What follows belongs to an exercise in optimizing a design on an open flow for a short achievable clock period and few clock cycles per item; a production flow would make more cautious choices.
Power figures rest on the tool's default switching activity, not on a simulated workload.

==> branch garnet: inputs <==
// dns_relay_query_id_table_unit
module dns_relay_query_id_table_unit #(
    parameter int TABLE_DEPTH = 8
) (
    input  logic        aclk,
    input  logic        aresetn,
    input  logic        s_tvalid,
    output logic        s_tready,
    input  logic [95:0] s_tdata,
    input  logic [1:0]  s_tuser,
    output logic        m_tvalid,
    input  logic        m_tready,
    output logic [71:0] m_tdata,
    output logic [2:0]  m_tuser,
    input  logic        cfg_wr_en,
    input  logic        cfg_index,
    input  logic [15:0] cfg_wdata
);
Settings: LEC_CHECK=0, ABC_CLOCK_PERIOD_IN_PS=2500, CAP_MARGIN=20, CORE_MARGIN=2, CORE_UTILIZATION=40, SETUP_SLACK_MARGIN=4.8, SLEW_MARGIN=20; clock period 7.5 ns.
run.sh (not shown) runs the stock make flow with config.mk's settings and CLKGATE_MAP_FILE= SYNTH_SCRIPT=/design/flow/synth_recipe.tcl, a recipe that flattens the netlist after the stock synthesis.
==> inputs of branch tundra, as changes to branch garnet <==
--- a/flow/design.v
+++ b/flow/design.v
@@ -53,30 +53,64 @@
     input  logic        cfg_wr_en,
     input  logic        cfg_index,
     input  logic [15:0] cfg_wdata
 );
     localparam int N      = TABLE_DEPTH;
     localparam int IDX_W  = $clog2(N);
     localparam int LIM_W  = dnsr_pkg::LIMIT_W;
     localparam int RM_W   = dnsr_pkg::REM_W;
-    localparam int CAP    = 6;
-    localparam int OBUF_N = CAP - 1;
+    localparam int CAP    = 5;
+    localparam int OBUF_N = CAP;
     localparam int OB_W   = $clog2(OBUF_N);
     localparam int RES_W  = 3 + RM_W + 16 + 32 + 16;
     function automatic logic [IDX_W:0] therm_count(input logic [N-1:0] t);
         logic [IDX_W:0] c;
         c = '0;
         for (int n = 0; n < N; n++) begin
             if (t[n] && ((n == N - 1) || !t[n+1])) begin
                 c = c | (IDX_W+1)'(n + 1);
             end
         end
         therm_count = c;
     endfunction
+    function automatic logic [31:0] add32(input logic [31:0] a, input logic [31:0] b);
+        logic [31:0] g, p, gg, pp, gn, pn;
+        g  = a & b;
+        p  = a ^ b;
+        gg = g;
+        pp = p;
+        for (int l = 1; l < 32; l = l * 2) begin
+            gn = gg;
+            pn = pp;
+            for (int i = l; i < 32; i++) begin
+                gn[i] = gg[i] | (pp[i] & gg[i-l]);
+                pn[i] = pp[i] & pp[i-l];
+            end
+            gg = gn;
+            pp = pn;
+        end
+        add32 = p ^ {gg[30:0], 1'b0};
+    endfunction
+    function automatic logic less32(input logic [31:0] a, input logic [31:0] b);
+        logic [31:0] lt, eq, ltn, eqn;
+        lt = ~a & b;
+        eq = ~(a ^ b);
+        for (int w = 32; w > 1; w = w / 2) begin
+            ltn = '0;
+            eqn = '0;
+            for (int i = 0; i < w / 2; i++) begin
+                ltn[i] = lt[2*i+1] | (eq[2*i+1] & lt[2*i]);
+                eqn[i] = eq[2*i+1] & eq[2*i];
+            end
+            lt = ltn;
+            eq = eqn;
+        end
+        less32 = lt[0];
+    endfunction
     localparam logic [31:0] NEG_AGE_RESET = 32'(0) - 32'(dnsr_pkg::AGE_RESET) *
                                             32'(dnsr_pkg::AGE_SCALE_MS);
     logic [31:0]  nage_s, nage_c;
     logic [N-1:0] keep_t;           
     logic [31:0]  w_na, w_a4, w_a3;
     assign w_na = ~(32'(cfg_wdata) << 10);
     assign w_a4 = 32'(cfg_wdata) << 4;
     assign w_a3 = 32'(cfg_wdata) << 3;
@@ -103,81 +137,67 @@
         end
     end
     logic           rdy_reg;
     logic [CAP-1:0] owed_t;        
     logic           in_res;
     logic           out_take;
     assign s_tready = rdy_reg;
     assign in_res   = s_tvalid && rdy_reg && (s_tuser != 2'd3);
-    logic        a_vld;
-    logic [1:0]  a_cmd;
-    logic [15:0] a_qid;
-    logic [31:0] a_addr;
-    logic [15:0] a_port;
-    logic [31:0] a_now;
-    logic [31:0] a_cs, a_cc;      
-    logic [31:0] in_now;
-    assign in_now = s_tdata[95:64];
-    always_ff @(posedge aclk) begin
-        if (!aresetn) begin
-            a_vld <= 1'b0;
-        end else begin
-            a_vld <= in_res;
-        end
-        a_cmd  <= s_tuser;
-        a_qid  <= s_tdata[15:0];
-        a_addr <= s_tdata[47:16];
-        a_port <= s_tdata[63:48];
-        a_now  <= in_now;
-        a_cs   <= in_now ^ nage_s ^ nage_c;
-        a_cc   <= {((in_now[30:0] & nage_s[30:0]) | (in_now[30:0] & nage_c[30:0]) |
-                    (nage_s[30:0] & nage_c[30:0])), 1'b0};
-    end
     logic        b_vld;
     logic [1:0]  b_cmd;
     logic [15:0] b_qid;
     logic [31:0] b_addr;
     logic [15:0] b_port;
     logic [31:0] b_now;
     logic [31:0] b_cutoff;
+    logic [31:0] in_now, in_cs, in_cc;
+    assign in_now = s_tdata[95:64];
+    assign in_cs  = in_now ^ nage_s ^ nage_c;
+    assign in_cc  = {((in_now[30:0] & nage_s[30:0]) | (in_now[30:0] & nage_c[30:0]) |
+                      (nage_s[30:0] & nage_c[30:0])), 1'b0};
     always_ff @(posedge aclk) begin
         if (!aresetn) begin
             b_vld <= 1'b0;
         end else begin
-            b_vld <= a_vld;
+            b_vld <= in_res;
         end
-        b_cmd    <= a_cmd;
-        b_qid    <= a_qid;
-        b_addr   <= a_addr;
-        b_port   <= a_port;
-        b_now    <= a_now;
-        b_cutoff <= a_cs + a_cc;
+        b_cmd    <= s_tuser;
+        b_qid    <= s_tdata[15:0];
+        b_addr   <= s_tdata[47:16];
+        b_port   <= s_tdata[63:48];
+        b_now    <= in_now;
+        b_cutoff <= add32(in_cs, in_cc);
     end
     localparam int NP = N + 1;
     logic [15:0] t_cid   [NP];
     logic [31:0] t_addr  [NP];
     logic [15:0] t_port  [NP];
     logic [31:0] t_stamp [NP];
     logic [N-1:0] fill_t;       
     logic         p_head;       
     logic [15:0]  nid_reg;      
     logic [15:0]  nid_p1_reg;   
     logic [15:0]  nid_m1_reg;   
     logic [15-IDX_W:0] hm1_reg;   
     logic         last_add;     
     logic         last_shift;   
     logic         last_ins;     
+    logic         p_we;         
+    logic         sh_we;        
+    logic         b_is_add;
+    logic         p_head_next;
+    assign b_is_add = b_vld && (b_cmd == dnsr_pkg::CMD_ADD);
     logic [NP-1:0] b_cid_m, b_lt;
     logic          b_hi0, b_hi1;
     logic [N-1:0]  b_lid_m;
     always_comb begin
         for (int e = 0; e < NP; e++) begin
             b_cid_m[e] = t_cid[e] == b_qid;
-            b_lt[e]    = t_stamp[e] < b_cutoff;
+            b_lt[e]    = less32(t_stamp[e], b_cutoff);
         end
         b_hi0 = b_qid[15:IDX_W] == nid_m1_reg[15:IDX_W];
         b_hi1 = b_qid[15:IDX_W] == hm1_reg;
         for (int n = 0; n < N; n++) begin
             b_lid_m[n] = (b_qid[IDX_W-1:0] == IDX_W'(nid_m1_reg[IDX_W-1:0] - IDX_W'(n))) &&
                          ((IDX_W+1)'(n) <= {1'b0, nid_m1_reg[IDX_W-1:0]} ? b_hi0 : b_hi1);
         end
     end
@@ -201,17 +221,17 @@
         c_addr  <= b_addr;
         c_port  <= b_port;
         c_now   <= b_now;
         c_cid_m <= b_cid_m;
         c_lt    <= b_lt;
         c_lid_m <= b_lid_m;
         c_cid_f <= c_qid == b_qid;
         c_lid_f <= nid_reg == b_qid;
-        c_lt_f  <= c_now < b_cutoff;
+        c_lt_f  <= less32(c_now, b_cutoff);
     end
     logic          sel_lo, sel_hi, sel_flo, sel_fhi;
     logic [N-1:0]  cid_e, lt_e, lid_e;
     assign sel_lo  = last_add ? (last_shift && !p_head) : p_head;
     assign sel_hi  = !p_head && !(last_add && last_shift);
     assign sel_flo = last_add && last_shift && p_head;
     assign sel_fhi = last_add && !last_shift && p_head;
     function automatic logic [N-1:0] line_up(input logic [NP-1:0] m, input logic f,
@@ -251,17 +271,17 @@
         if (ins) begin
             fill_next = {fill_t[N-2:0], 1'b1};
         end else if (is_sweep) begin
             fill_next = kept;
         end else begin
             fill_next = fill_t;
         end
     end
-    assign hit_v = add_hv | find_hv;
+    assign hit_v = (c_cmd == dnsr_pkg::CMD_FIND) ? find_hv : add_hv;
     assign hit_p = p_head ? {1'b0, hit_v} : {hit_v, 1'b0};
     always_comb begin
         hit_n = '0;
         for (int n = 0; n < N; n++) begin
             if (hit_v[n]) begin
                 hit_n = hit_n | IDX_W'(n);
             end
         end
@@ -272,40 +292,43 @@
             p_head     <= 1'b0;
             nid_reg    <= '0;
             nid_p1_reg <= 16'd1;
             nid_m1_reg <= 16'hffff;
             hm1_reg    <= {(16-IDX_W){1'b1}} - 1'b1;
             last_add   <= 1'b0;
             last_shift <= 1'b0;
             last_ins   <= 1'b0;
+            p_we       <= 1'b0;
+            sh_we      <= 1'b0;
         end else begin
             fill_t     <= fill_next;
             last_add   <= is_add;
             last_shift <= is_add && p_head;
             last_ins   <= ins;
-            if (is_add) begin
-                p_head <= !add_hit;
-            end
+            p_head     <= p_head_next;
+            p_we       <= b_is_add;
+            sh_we      <= b_is_add && p_head_next;
             if (ins) begin
                 nid_reg    <= nid_p1_reg;
                 nid_p1_reg <= nid_p1_reg + 1'b1;
                 nid_m1_reg <= nid_reg;
                 hm1_reg    <= nid_reg[15:IDX_W] - 1'b1;
             end
         end
     end
+    assign p_head_next = is_add ? !add_hit : p_head;
     always_ff @(posedge aclk) begin
-        if (is_add) begin
+        if (p_we) begin
             t_cid[0]   <= c_qid;
             t_addr[0]  <= c_addr;
             t_port[0]  <= c_port;
             t_stamp[0] <= c_now;
         end
-        if (is_add && p_head) begin
+        if (sh_we) begin
             for (int e = 1; e < NP; e++) begin
                 t_cid[e]   <= t_cid[e-1];
                 t_addr[e]  <= t_addr[e-1];
                 t_port[e]  <= t_port[e-1];
                 t_stamp[e] <= t_stamp[e-1];
             end
         end
     end
@@ -376,58 +399,57 @@
             r_id = r_cid;
         end else begin
             r_id = {r_lo[IDX_W] ? d_id_hi_m1 : d_id_hi, r_lo[IDX_W-1:0]};
         end
         r_rm = RM_W'(therm_count(d_rm_a)) - RM_W'(therm_count(d_rm_b));
     end
     assign d_res = {d_status, r_rm, r_port, r_addr, r_id};
     logic [RES_W-1:0] ob_mem [OBUF_N];
-    logic [OB_W-1:0]  ob_rd, ob_wr;
+    logic [OB_W-1:0]  ob_rd, ob_wr, ob_shown;
     logic             ob_any;
     logic [OBUF_N-1:0] ob_t;        
     logic             out_vld;
-    logic [RES_W-1:0] out_res, out_copy, out_new;
+    logic [RES_W-1:0] out_res, out_new;
     logic             out_load, out_next;
     function automatic logic [OB_W-1:0] ob_inc(input logic [OB_W-1:0] p);
         ob_inc = (p == OB_W'(OBUF_N - 1)) ? '0 : p + 1'b1;
     endfunction
     assign ob_any   = ob_t[0];
     assign out_take = out_vld && m_tready;
     assign out_load = !out_vld || m_tready;
     assign out_next = out_load && (ob_any || d_vld);
     assign out_new  = ob_any ? ob_mem[ob_rd] : d_res;
     always_ff @(posedge aclk) begin
         if (!aresetn) begin
             out_vld <= 1'b0;
             ob_rd   <= '0;
             ob_wr   <= '0;
+            ob_shown <= '0;
             ob_t    <= '0;
         end else begin
             if (out_load) begin
                 out_vld <= ob_any || d_vld;
             end
             if (out_next) begin
-                ob_rd <= ob_inc(ob_rd);
+                ob_rd    <= ob_inc(ob_rd);
+                ob_shown <= ob_rd;
             end
             if (d_vld) begin
                 ob_wr <= ob_inc(ob_wr);
             end
             if (d_vld && !out_next) begin
                 ob_t <= {ob_t[OBUF_N-2:0], 1'b1};
             end else if (out_next && !d_vld && ob_any) begin
                 ob_t <= {1'b0, ob_t[OBUF_N-1:1]};
             end
         end
     end
     always_ff @(posedge aclk) begin
-        out_res <= out_load ? out_new : out_copy;
-        if (out_load) begin
-            out_copy <= out_new;
-        end
+        out_res <= out_load ? out_new : ob_mem[ob_shown];
         if (d_vld) begin
             ob_mem[ob_wr] <= d_res;
         end
     end
     logic [CAP-1:0] owed_next;
     always_comb begin
         if (in_res && !out_take) begin
             owed_next = {owed_t[CAP-2:0], 1'b1};
CORE_UTILIZATION = 65   (was 40)
CTS_CLUSTER_DIAMETER = 50   (was unset)
CTS_CLUSTER_SIZE = 30   (was unset)
PLACE_DENSITY_LB_ADDON = 0.1   (was unset)
SETUP_SLACK_MARGIN = 5   (was 4.8)
==> notes.md <==
Branch tundra completed with no timing, DRC or antenna violations. Branch garnet completed without violations.
Of branch garnet and branch tundra, branch tundra has the higher core utilization (gap 29 points).
Register-to-register slack: branch garnet is higher than branch tundra (0.34 ns).
Against branch garnet, the cell count of branch tundra is lower by about 8%.
Against branch tundra, the setup slack of branch garnet is better by 0.34 ns.
==> figures <==
Outcome: branch tundra finished clean; branch garnet finished clean
Combinational cell power: branch tundra 2.79 mW; branch garnet 2.51 mW
Vias in the first global route: branch tundra 45800; branch garnet 42000
Layout fillers: branch tundra 6605; branch garnet 15800
Class of the most critical setup path: branch tundra input port to flip-flop; branch garnet flip-flop to output port
Total via count in the routed design: branch tundra 46400; branch garnet 41700
Largest voltage drop on the vdd net: branch tundra 0.000231 V; branch garnet 0.000233 V
Length of routed wiring on met1: branch tundra 77400 µm; branch garnet 72400 µm
Endpoint of the worst hold-timing path: branch tundra c_now[4]$_DFF_P_; branch garnet c_now[27]$_DFF_P_
Fraction of area in multi-input gates: branch tundra 30.2%; branch garnet 25.5%
No functional check of the RTL was part of any run of this note.

==> what the ideal ports hide <==
The results above use ideal ports. As a check the final layouts listed here were re-extracted and re-timed, cells and wires unchanged. Step 1 (the two cells are an assumption about what drives the block):
set clk [get_ports {aclk}]
set_driving_cell -lib_cell sky130_fd_sc_hd__clkbuf_16 $clk
set_driving_cell -lib_cell sky130_fd_sc_hd__buf_2 [delete_from_list [all_inputs] $clk]
Step 2 moves the port delays by t, midway between the first and last clock arrival at a register: inputs arrive t later, outputs are due t later. That takes back most of the time a late clock gives input paths. Slacks: ideal / step 1 / step 2; pairs: ideal / step 1.
| run | shift t [ns] | slack for setup (ns) | worst setup path at the end | worst register clock-pin slew, ns |
|---|---|---|---|---|
| branch garnet | 0.896 | 4.400 / 4.318 / 4.146 | input to register | 0.07 / 0.07 |
| branch tundra | 0.843 | 4.065 / 4.107 / 3.264 | input to register | 0.10 / 0.10 |
After both steps every run listed still meets setup and hold. The setup slack of branch tundra, which loses most, moves by +0.042 ns with the drivers and by -0.801 ns with both steps.
